This is an optimization exercise on Yosys and OpenROAD, whose aim is small area, a short achievable clock period and few clock cycles, not a production implementation.
The RTL was checked by simulation tests, not by an equivalence proof against the original design.

==> config.mk <==
export PLATFORM = sky130hd
export DESIGN_NAME = acc_top
export DESIGN_NICKNAME = acc_top
export VERILOG_FILES = /design/flow/design.v
export SDC_FILE = /design/flow/constraint.sdc
export NUM_CORES = 4
export LEC_CHECK = 0
export CAP_MARGIN = 20
export CORE_MARGIN = 2
export CORE_UTILIZATION = 40
export SLEW_MARGIN = 20
==> constraint.sdc <==
create_clock -name core_clock -period 12.5 [get_ports {ap_clk}]
set_input_delay 2.5000 -clock core_clock [delete_from_list [all_inputs] [get_ports {ap_clk}]]
set_output_delay 2.5000 -clock core_clock [all_outputs]
set_load 0.01 [all_outputs]
==> design.v <==
package acc_pkg;
  localparam int WORD_BITS = 32;
  localparam int LANE_BITS = 8;
  localparam int LANES     = WORD_BITS / LANE_BITS;
  localparam int ADDR_WIDTH_DEF = 32;
  localparam int CNT_WIDTH_DEF  = 8;
  typedef logic [WORD_BITS-1:0]        word_t;
  typedef logic signed [LANE_BITS-1:0] lane_t;
  typedef enum logic [2:0] {
    ST_IDLE,
    ST_FETCH,
    ST_MAC,
    ST_WRITE,
    ST_DONE
  } acc_state_e;
  function automatic word_t byte_rev(input word_t w);
    word_t r;
    for (int b = 0; b < LANES; b++) begin
      r[b*LANE_BITS +: LANE_BITS] = w[(LANES-1-b)*LANE_BITS +: LANE_BITS];
    end
    byte_rev = r;
  endfunction
endpackage
`timescale 1ns/100ps
module acc_mac_unit (
  input  logic           ap_clk,
  input  logic           mac_en,
  input  logic           mac_clear,
  input  acc_pkg::word_t ifm_word,
  input  acc_pkg::word_t wgt_word,
  output acc_pkg::word_t acc_value
);
  logic signed [2*acc_pkg::LANE_BITS-1:0] prod [acc_pkg::LANES];
  logic signed [acc_pkg::WORD_BITS-1:0]   dot_sum;
  always_comb begin
    for (int i = 0; i < acc_pkg::LANES; i++) begin
      prod[i] = $signed(ifm_word[i*acc_pkg::LANE_BITS +: acc_pkg::LANE_BITS]) *
                $signed(wgt_word[i*acc_pkg::LANE_BITS +: acc_pkg::LANE_BITS]);
    end
  end
  always_comb begin
    dot_sum = '0;
    for (int i = 0; i < acc_pkg::LANES; i++) begin
      dot_sum = dot_sum + prod[i];
    end
  end
  always_ff @(posedge ap_clk) begin
    if (mac_en) begin
      acc_value <= (mac_clear ? '0 : acc_value) + acc_pkg::word_t'(dot_sum);
    end
  end
endmodule
`timescale 1ns/100ps
module acc_top #(
  parameter int ADDR_WIDTH = acc_pkg::ADDR_WIDTH_DEF,
  parameter int CNT_WIDTH  = acc_pkg::CNT_WIDTH_DEF
) (
  input  logic                  ap_clk,
  input  logic                  ap_rst_n,
  input  logic                  ap_start,
  output logic                  ap_idle,
  output logic                  ap_ready,
  output logic                  ap_done,
  input  logic [ADDR_WIDTH-1:0] ifm_addr_base,
  input  logic [ADDR_WIDTH-1:0] wgt_addr_base,
  input  logic [ADDR_WIDTH-1:0] ofm_addr_base,
  input  logic [CNT_WIDTH-1:0]  cfg_ci,
  input  logic [CNT_WIDTH-1:0]  cfg_co,
  output logic                  ifm_rd_req,
  output logic [ADDR_WIDTH-1:0] ifm_rd_addr,
  input  logic                  ifm_rd_valid,
  input  acc_pkg::word_t        ifm_rd_data,
  output logic                  wgt_rd_req,
  output logic [ADDR_WIDTH-1:0] wgt_rd_addr,
  input  logic                  wgt_rd_valid,
  input  acc_pkg::word_t        wgt_rd_data,
  output logic                  ofm_wr_req,
  output logic [ADDR_WIDTH-1:0] ofm_wr_addr,
  output acc_pkg::word_t        ofm_wr_data,
  input  logic                  ofm_wr_ack
);
  logic accept;
  logic busy_q;
  logic done_now;
  logic [ADDR_WIDTH-1:0] ifm_base_q;
  logic [ADDR_WIDTH-1:0] wgt_addr_q;
  logic [ADDR_WIDTH-1:0] ofm_addr_q;
  logic [CNT_WIDTH-1:0]  ci_m1_q;      
  logic [CNT_WIDTH-1:0]  fi_q;         
  logic [CNT_WIDTH-1:0]  fco_q;        
  logic                  fdone_q;      
  logic                  fi_last;
  logic                  fco_last;
  logic       ifm_out_q;               
  logic       wgt_out_q;               
  logic [1:0] otag_q;                  
  logic [1:0] diff_q;                  
  acc_pkg::word_t e0_d, e1_d, w_d;
  logic [1:0]     e0_t, e1_t;
  logic           e0_v, e1_v, w_v;
  logic           pop;
  logic           first_q;
  logic           res_wait_q;          
  logic           res_last_q;
  logic           wr_pend_q;           
  logic           wr_last_q;
  logic           issue;
  acc_pkg::word_t acc_value;
  assign done_now = busy_q & wr_pend_q & wr_last_q & ofm_wr_ack;
  assign ap_done  = done_now;
  assign ap_idle  = ~busy_q | done_now;
  assign ap_ready = ap_start & ap_idle;
  assign accept   = ap_ready;
  assign pop   = e0_v & w_v & ~(res_wait_q & wr_pend_q);
  assign issue = busy_q & res_wait_q & (~wr_pend_q | ofm_wr_ack);
  logic bp;           
  logic n_pop_ge1;    
  logic n_pop_2;      
  logic w_keep;       
  assign bp        = ((pop & e0_t[0]) | (res_wait_q & wr_pend_q)) & (res_wait_q | wr_pend_q);
  assign n_pop_ge1 = pop ? e1_v : e0_v;
  assign n_pop_2   = e1_v & ~pop;
  assign w_keep    = w_v & ~pop;
  logic ifm_ok_a, ifm_ok_a_w, ifm_ok_b, ifm_ok_b_w;
  logic wgt_ok_a, wgt_ok_a_i, wgt_ok_b, wgt_ok_b_i;
  logic ifm_go, wgt_go;
  assign ifm_go = busy_q & ~fdone_q;
  assign wgt_go = busy_q & ((diff_q != 2'd0) | (ifm_go & ~ifm_out_q & ~n_pop_2));
  assign ifm_ok_a   = ifm_go & ~ifm_out_q & ~n_pop_2;
  assign ifm_ok_a_w = ifm_go & ~ifm_out_q & ~bp;
  assign ifm_ok_b   = ifm_go & ifm_out_q & (~n_pop_ge1 | (w_keep & ~bp));
  assign ifm_ok_b_w = ifm_go & ifm_out_q & ~bp;
  assign wgt_ok_a   = wgt_go & ~wgt_out_q & (~w_keep | (n_pop_ge1 & ~bp));
  assign wgt_ok_a_i = wgt_go & ~wgt_out_q & ~bp;
  assign wgt_ok_b   = wgt_go & wgt_out_q & n_pop_ge1 & ~bp;
  assign wgt_ok_b_i = wgt_go & wgt_out_q & ~bp;
  assign ifm_rd_req = ifm_ok_a | (ifm_ok_a_w & wgt_rd_valid) |
                      (ifm_rd_valid & (ifm_ok_b | (ifm_ok_b_w & wgt_rd_valid)));
  assign wgt_rd_req = wgt_ok_a | (wgt_ok_a_i & ifm_rd_valid) |
                      (wgt_rd_valid & (wgt_ok_b | (wgt_ok_b_i & ifm_rd_valid)));
  assign ifm_rd_addr = ifm_base_q + (ADDR_WIDTH'(fi_q) << 2);
  assign wgt_rd_addr = wgt_addr_q;
  assign ofm_wr_req  = issue;
  assign ofm_wr_addr = ofm_addr_q;
  assign ofm_wr_data = acc_pkg::byte_rev(acc_value);
  assign fi_last  = (fi_q == ci_m1_q);
  assign fco_last = (fco_q == '0);
  always_ff @(posedge ap_clk or negedge ap_rst_n) begin
    if (!ap_rst_n) begin
      busy_q <= 1'b0;
    end else begin
      busy_q <= accept | (busy_q & ~done_now);
    end
  end
  always_ff @(posedge ap_clk) begin
    if (accept) begin
      ifm_base_q <= ifm_addr_base;
      ci_m1_q    <= cfg_ci - 1'b1;
      fi_q       <= '0;
      fco_q      <= cfg_co - 1'b1;
      fdone_q    <= 1'b0;
      ifm_out_q  <= 1'b0;
      wgt_out_q  <= 1'b0;
      diff_q     <= '0;
    end else begin
      if (ifm_rd_req) begin
        fi_q   <= fi_last ? '0 : fi_q + 1'b1;
        otag_q <= {fi_last & fco_last, fi_last};
        if (fi_last) fco_q <= fco_q - 1'b1;
        if (fi_last & fco_last) fdone_q <= 1'b1;
      end
      ifm_out_q <= ifm_rd_req | (ifm_out_q & ~ifm_rd_valid);
      wgt_out_q <= wgt_rd_req | (wgt_out_q & ~wgt_rd_valid);
      diff_q    <= diff_q + {1'b0, ifm_rd_req} - {1'b0, wgt_rd_req};
    end
  end
  always_ff @(posedge ap_clk) begin
    if (accept) begin
      wgt_addr_q <= wgt_addr_base;
    end else if (wgt_rd_req) begin
      wgt_addr_q <= wgt_addr_q + ADDR_WIDTH'(4);
    end
    if (accept) begin
      ofm_addr_q <= ofm_addr_base;
    end else if (issue) begin
      ofm_addr_q <= ofm_addr_q + ADDR_WIDTH'(4);
    end
  end
  always_ff @(posedge ap_clk) begin
    if (accept) begin
      e0_v <= 1'b0;
      e1_v <= 1'b0;
    end else begin
      if (pop) begin
        e0_v <= e1_v | ifm_rd_valid;
        e1_v <= e1_v & ifm_rd_valid;
      end else begin
        e0_v <= e0_v | ifm_rd_valid;
        e1_v <= e1_v | (e0_v & ifm_rd_valid);
      end
    end
    if ((pop & (e1_v | ifm_rd_valid)) | (~e0_v & ifm_rd_valid)) begin
      e0_d <= (pop & e1_v) ? e1_d : ifm_rd_data;
      e0_t <= (pop & e1_v) ? e1_t : otag_q;
    end
    if (ifm_rd_valid & (pop ? e1_v : e0_v)) begin
      e1_d <= ifm_rd_data;
      e1_t <= otag_q;
    end
  end
  always_ff @(posedge ap_clk) begin
    if (accept) begin
      w_v <= 1'b0;
    end else begin
      w_v <= wgt_rd_valid | w_keep;
    end
    if (wgt_rd_valid) w_d <= wgt_rd_data;
  end
  always_ff @(posedge ap_clk) begin
    if (accept) begin
      first_q    <= 1'b1;
      res_wait_q <= 1'b0;
      wr_pend_q  <= 1'b0;
    end else begin
      if (pop) first_q <= e0_t[0];
      res_wait_q <= (pop & e0_t[0]) | (res_wait_q & ~issue);
      wr_pend_q  <= issue | (wr_pend_q & ~ofm_wr_ack);
    end
    if (pop & e0_t[0]) res_last_q <= e0_t[1];
    if (issue) wr_last_q <= res_last_q;
  end
  acc_mac_unit u_mac (
    .ap_clk    (ap_clk),
    .mac_en    (pop),
    .mac_clear (first_q),
    .ifm_word  (e0_d),
    .wgt_word  (w_d),
    .acc_value (acc_value)
  );
endmodule
==> run.sh <==
#!/bin/bash
# synth_recipe.tcl (not shown) runs the flow's synth.tcl, then flattens the netlist and writes it again
# the make line also repeats each setting of config.mk as NAME=value (left out here)
make -C /OpenROAD-flow-scripts/flow DESIGN_CONFIG=/design/flow/config.mk WORK_HOME=/design/flow/orfs CLKGATE_MAP_FILE= SYNTH_SCRIPT=/design/flow/synth_recipe.tcl finish
==> metrics.yaml <==
syn_area_per_cell_um2: 11.0
ant_nets: 0
synth.mux.area_fraction: 0.0183
synth.net_count: 3174
die_x_um: 261
cts_tree: "done"
hold_end: "res_last_q"
gp_congestion: 0.863
synth_edf_count: 248
critPathMaxFanout: 8
fmax_mhz: 85.0
period_needed_ns: 11.77
start_util: 0.403
finalHoldViolations: 0
crit_required_ns: 12.78
fin_crit_sh: 0.942
nets: 3497
critPathKind: "reg -> reg"
clkTransAtPathRegs_ns: 0.06
cts_resized: 0
clock-root-buffer: "clkbuf_16"
die_h_um: 261
synthToLayoutAreaGrowth_pct: 19.9
clock_skew_ns: 0.0468
drc: 0
setup_viol: 0
r2r_cells: 39
finalSetupTns_ns: 0
fin_util: 0.483
crit-reg2reg-launch: "e0_d[15]"
grt_overflow: 0
synth_top_family_by_area: "adder cells"
cp-start-kind: "flip-flop"
cts_buffers: 36
place_area_um2: 30600
cpMostUsedCell: "fa_1"
r2r_end: "u_mac.acc_value[27]"
cts_max_level: 2
synth_seq_area_share: 0.297
hold_depth: 0
cts_hold_buf: 0
core_um2: 65600
antenna_found_initial: 10
grt_pass1_wl_mm: 106
synthFlopType: "edfxtp_1"
clockBufferDepth: 3
layout-drive-gt1-share: 0.0403
endpoint_kind: "flip-flop"
synthAdderAreaFrac: 0.388
min_from: "e0_t[1]"
grt_pass1_vias: 19800
synth-async-reset-ratio: 0.00373
synth_warnings: 3
worstPathArrival_ns: 12.05
via_count: 17600
yosys.cell_types.count: 62
finalNonFillerCells: 3624
via_per_inst: 4.87
ys_seq_elements: 268
postSynthCellCount: 2410
drtIter0Drc: 848
dp_hpwl_mm: 52.7
hp-class: "reg -> reg"
fin_hold_ws_ns: 0.437
rsz0062_at_grt: "no"
maxSlewHeadroom: 0.348
die_area_um2: 68200
setup_ws_ns: 0.730
synth-compound-area-share: 0.0477
fill_cells: 5985
yosys.area_share.simple: 0.123
clkLatencyLatePin_ns: 0.58
synth_xor_area_frac: 0.0572
grt_max_degree: 113
crit_path_max_incr_delay_ns: 0.55
place_ws_ns: 0.744
rows: 94
clock_sinks: 268
grt_use_total: 0.197
status: "finished clean"
worst_slew_pin_slew_ns: 0.978
drv_cap: 0
dr.pass1.iters: 5
design.portCount: 316
maxSlewViolCount: 0
avgRoutedWirePerCell_um: 17.8
crit_path_top_delay_cell: "fa_1"
finalInstanceArea_um2: 31700
postCtsSetupBuffers: 0
regToRegSetupSlack_ns: 0.73
dp_cells: 3559
wirelength_mm: 64.5
syn_area_um2: 26400
io_buffer_count: 315
## flip-flops by register name (all words and copies together), names as in the netlist, 2 cells and up
register         count
ifm_base_q          32
e1_d                32
e0_d                32
otag_q               2
ci_m1_q              8
diff_q               2
ofm_addr_q          32
e0_t                 2
fi_q                 8
w_d                 32
wgt_addr_q          32
u_mac.acc_value     32
fco_q                8
e1_t                 2
## cell usage after synthesis (11+ instances only)
master | number | area [um^2]
dfxtp_1 | 19 | 380
nand4_1 | 21 | 131
o21ai_0 | 84 | 420
nand3_1 | 43 | 215
fa_1 | 396 | 7930
ha_1 | 186 | 2330
clkbuf_1 | 25 | 93.8
nand2_1 | 220 | 826
xor2_1 | 69 | 604
nor3_1 | 30 | 150
a21oi_1 | 56 | 280
edfxtp_1 | 248 | 7450
mux2_2 | 34 | 383
a21o_1 | 11 | 82.6
and2_1 | 139 | 870
nand2b_1 | 44 | 275
xnor2_1 | 101 | 885
and3_1 | 23 | 144
buf_2 | 11 | 55.1
nor2b_1 | 18 | 113
inv_1 | 439 | 1650
nor2_1 | 91 | 342
## cells by family after synthesis
logic type	after synthesis
flip-flops	268
buffers and inverters	483
multiplexers	44
AO/OA/AOI/OAI	209
AND/OR/NAND/NOR	653
adder cells (fa/ha/maj)	582
XOR/XNOR	171
## worst max-delay path by stage
stage	startpoint	to	slack [ns]
after detailed placement	e0_d[15]	u_mac.acc_value[31]	0.74
final	e0_d[15]	u_mac.acc_value[27]	0.73
after CTS	w_d[8]	u_mac.acc_value[27]	0.66
after global placement	e0_d[15]	u_mac.acc_value[27]	0.86
after global routing	e0_d[15]	u_mac.acc_value[27]	0.02
after floorplan	e0_d[15]	u_mac.acc_value[27]	0.75
## final cells by class
class                      instances  area (um^2)  area share
timing repair buffer             326         3230       0.102
antenna                            3         7.51    0.000237
multi-input combinational       1659        16800       0.529
inverter                         442         1660      0.0524
clock buffer                      48          956      0.0301
clock inverter                    14          136     0.00430
sequential                       268         7850       0.248
tap                              864         1080      0.0341
## critical path: cells and delay by family (launching register included)
| kind | cells | cell delay [ns] |
|---|---|---|
| AOI/OAI and AO/OA | 13 | 2.77 |
| and+or+nand+nor | 2 | 0.73 |
| DFF | 1 | 0.46 |
| buffers and inverters | 7 | 0.39 |
| adders and majority gates | 15 | 6.66 |
| xor gates and xnor gates | 2 | 0.43 |
## placed cells by master, fill, tap and decap left out, types with 6 or more instances in the layout
cell type,Yosys,routed
nand2b_1,44,44
mux2_2,34,34
nor3_1,30,30
o21ai_0,84,84
edfxtp_1,248,248
fa_1,396,396
o21bai_1,6,6
xnor2_1,101,100
ha_1,186,186
nor2b_1,18,18
and3_1,23,23
clkinv_1,1,9
nor2_1,91,91
a211oi_1,9,9
buf_4,2,11
mux2i_1,10,10
a21o_1,11,11
clkdlybuf4s50_1,0,314
a21oi_1,56,55
and2_1,139,138
clkbuf_1,25,11
xor2_1,69,69
nand4_1,21,21
clkbuf_16,0,36
nand3_1,43,43
nand2_1,220,220
nor4_1,6,6
o211ai_1,6,6
inv_1,439,439
dfxtp_1,19,18
## per-layer routing
metal | vias to the layer above | routed length, um | track usage
met1 | 8753 | 26400 | 0.236
met4 | 14 | 1880 | 0.0597
li1 | 8374 | - | -
met2 | 386 | 32300 | 0.349
met5 | - | 98 | 0
met3 | 107 | 3810 | 0.0491
Testbench counts, summed over its fixed seeds: cycles 61,330.

separate check: timing with driven ports:
How much do the figures lean on ideal ports? The routed layout below was timed once more, with nothing changed but the port constraints. Step 1: set_driving_cell puts a clkbuf_16 on ap_clk and a buf_2 on each other input, an assumption about the parent block. Step 2 also shifts input and output timing later by t, the mid clock arrival at the registers, as if the neighbouring blocks saw the same clock. Three values: ideal, step 1, step 2; two values: the first two.
t (ns): 0.615
setup WS [ns]: 0.730 / 0.730 / 0.730
hold slack, ns: 0.437 / 0.437 / 0.437
After both steps setup and hold are still met in this run. For this run, drivers alone change the setup slack by 0.000 ns; drivers and shift together by 0.000 ns.
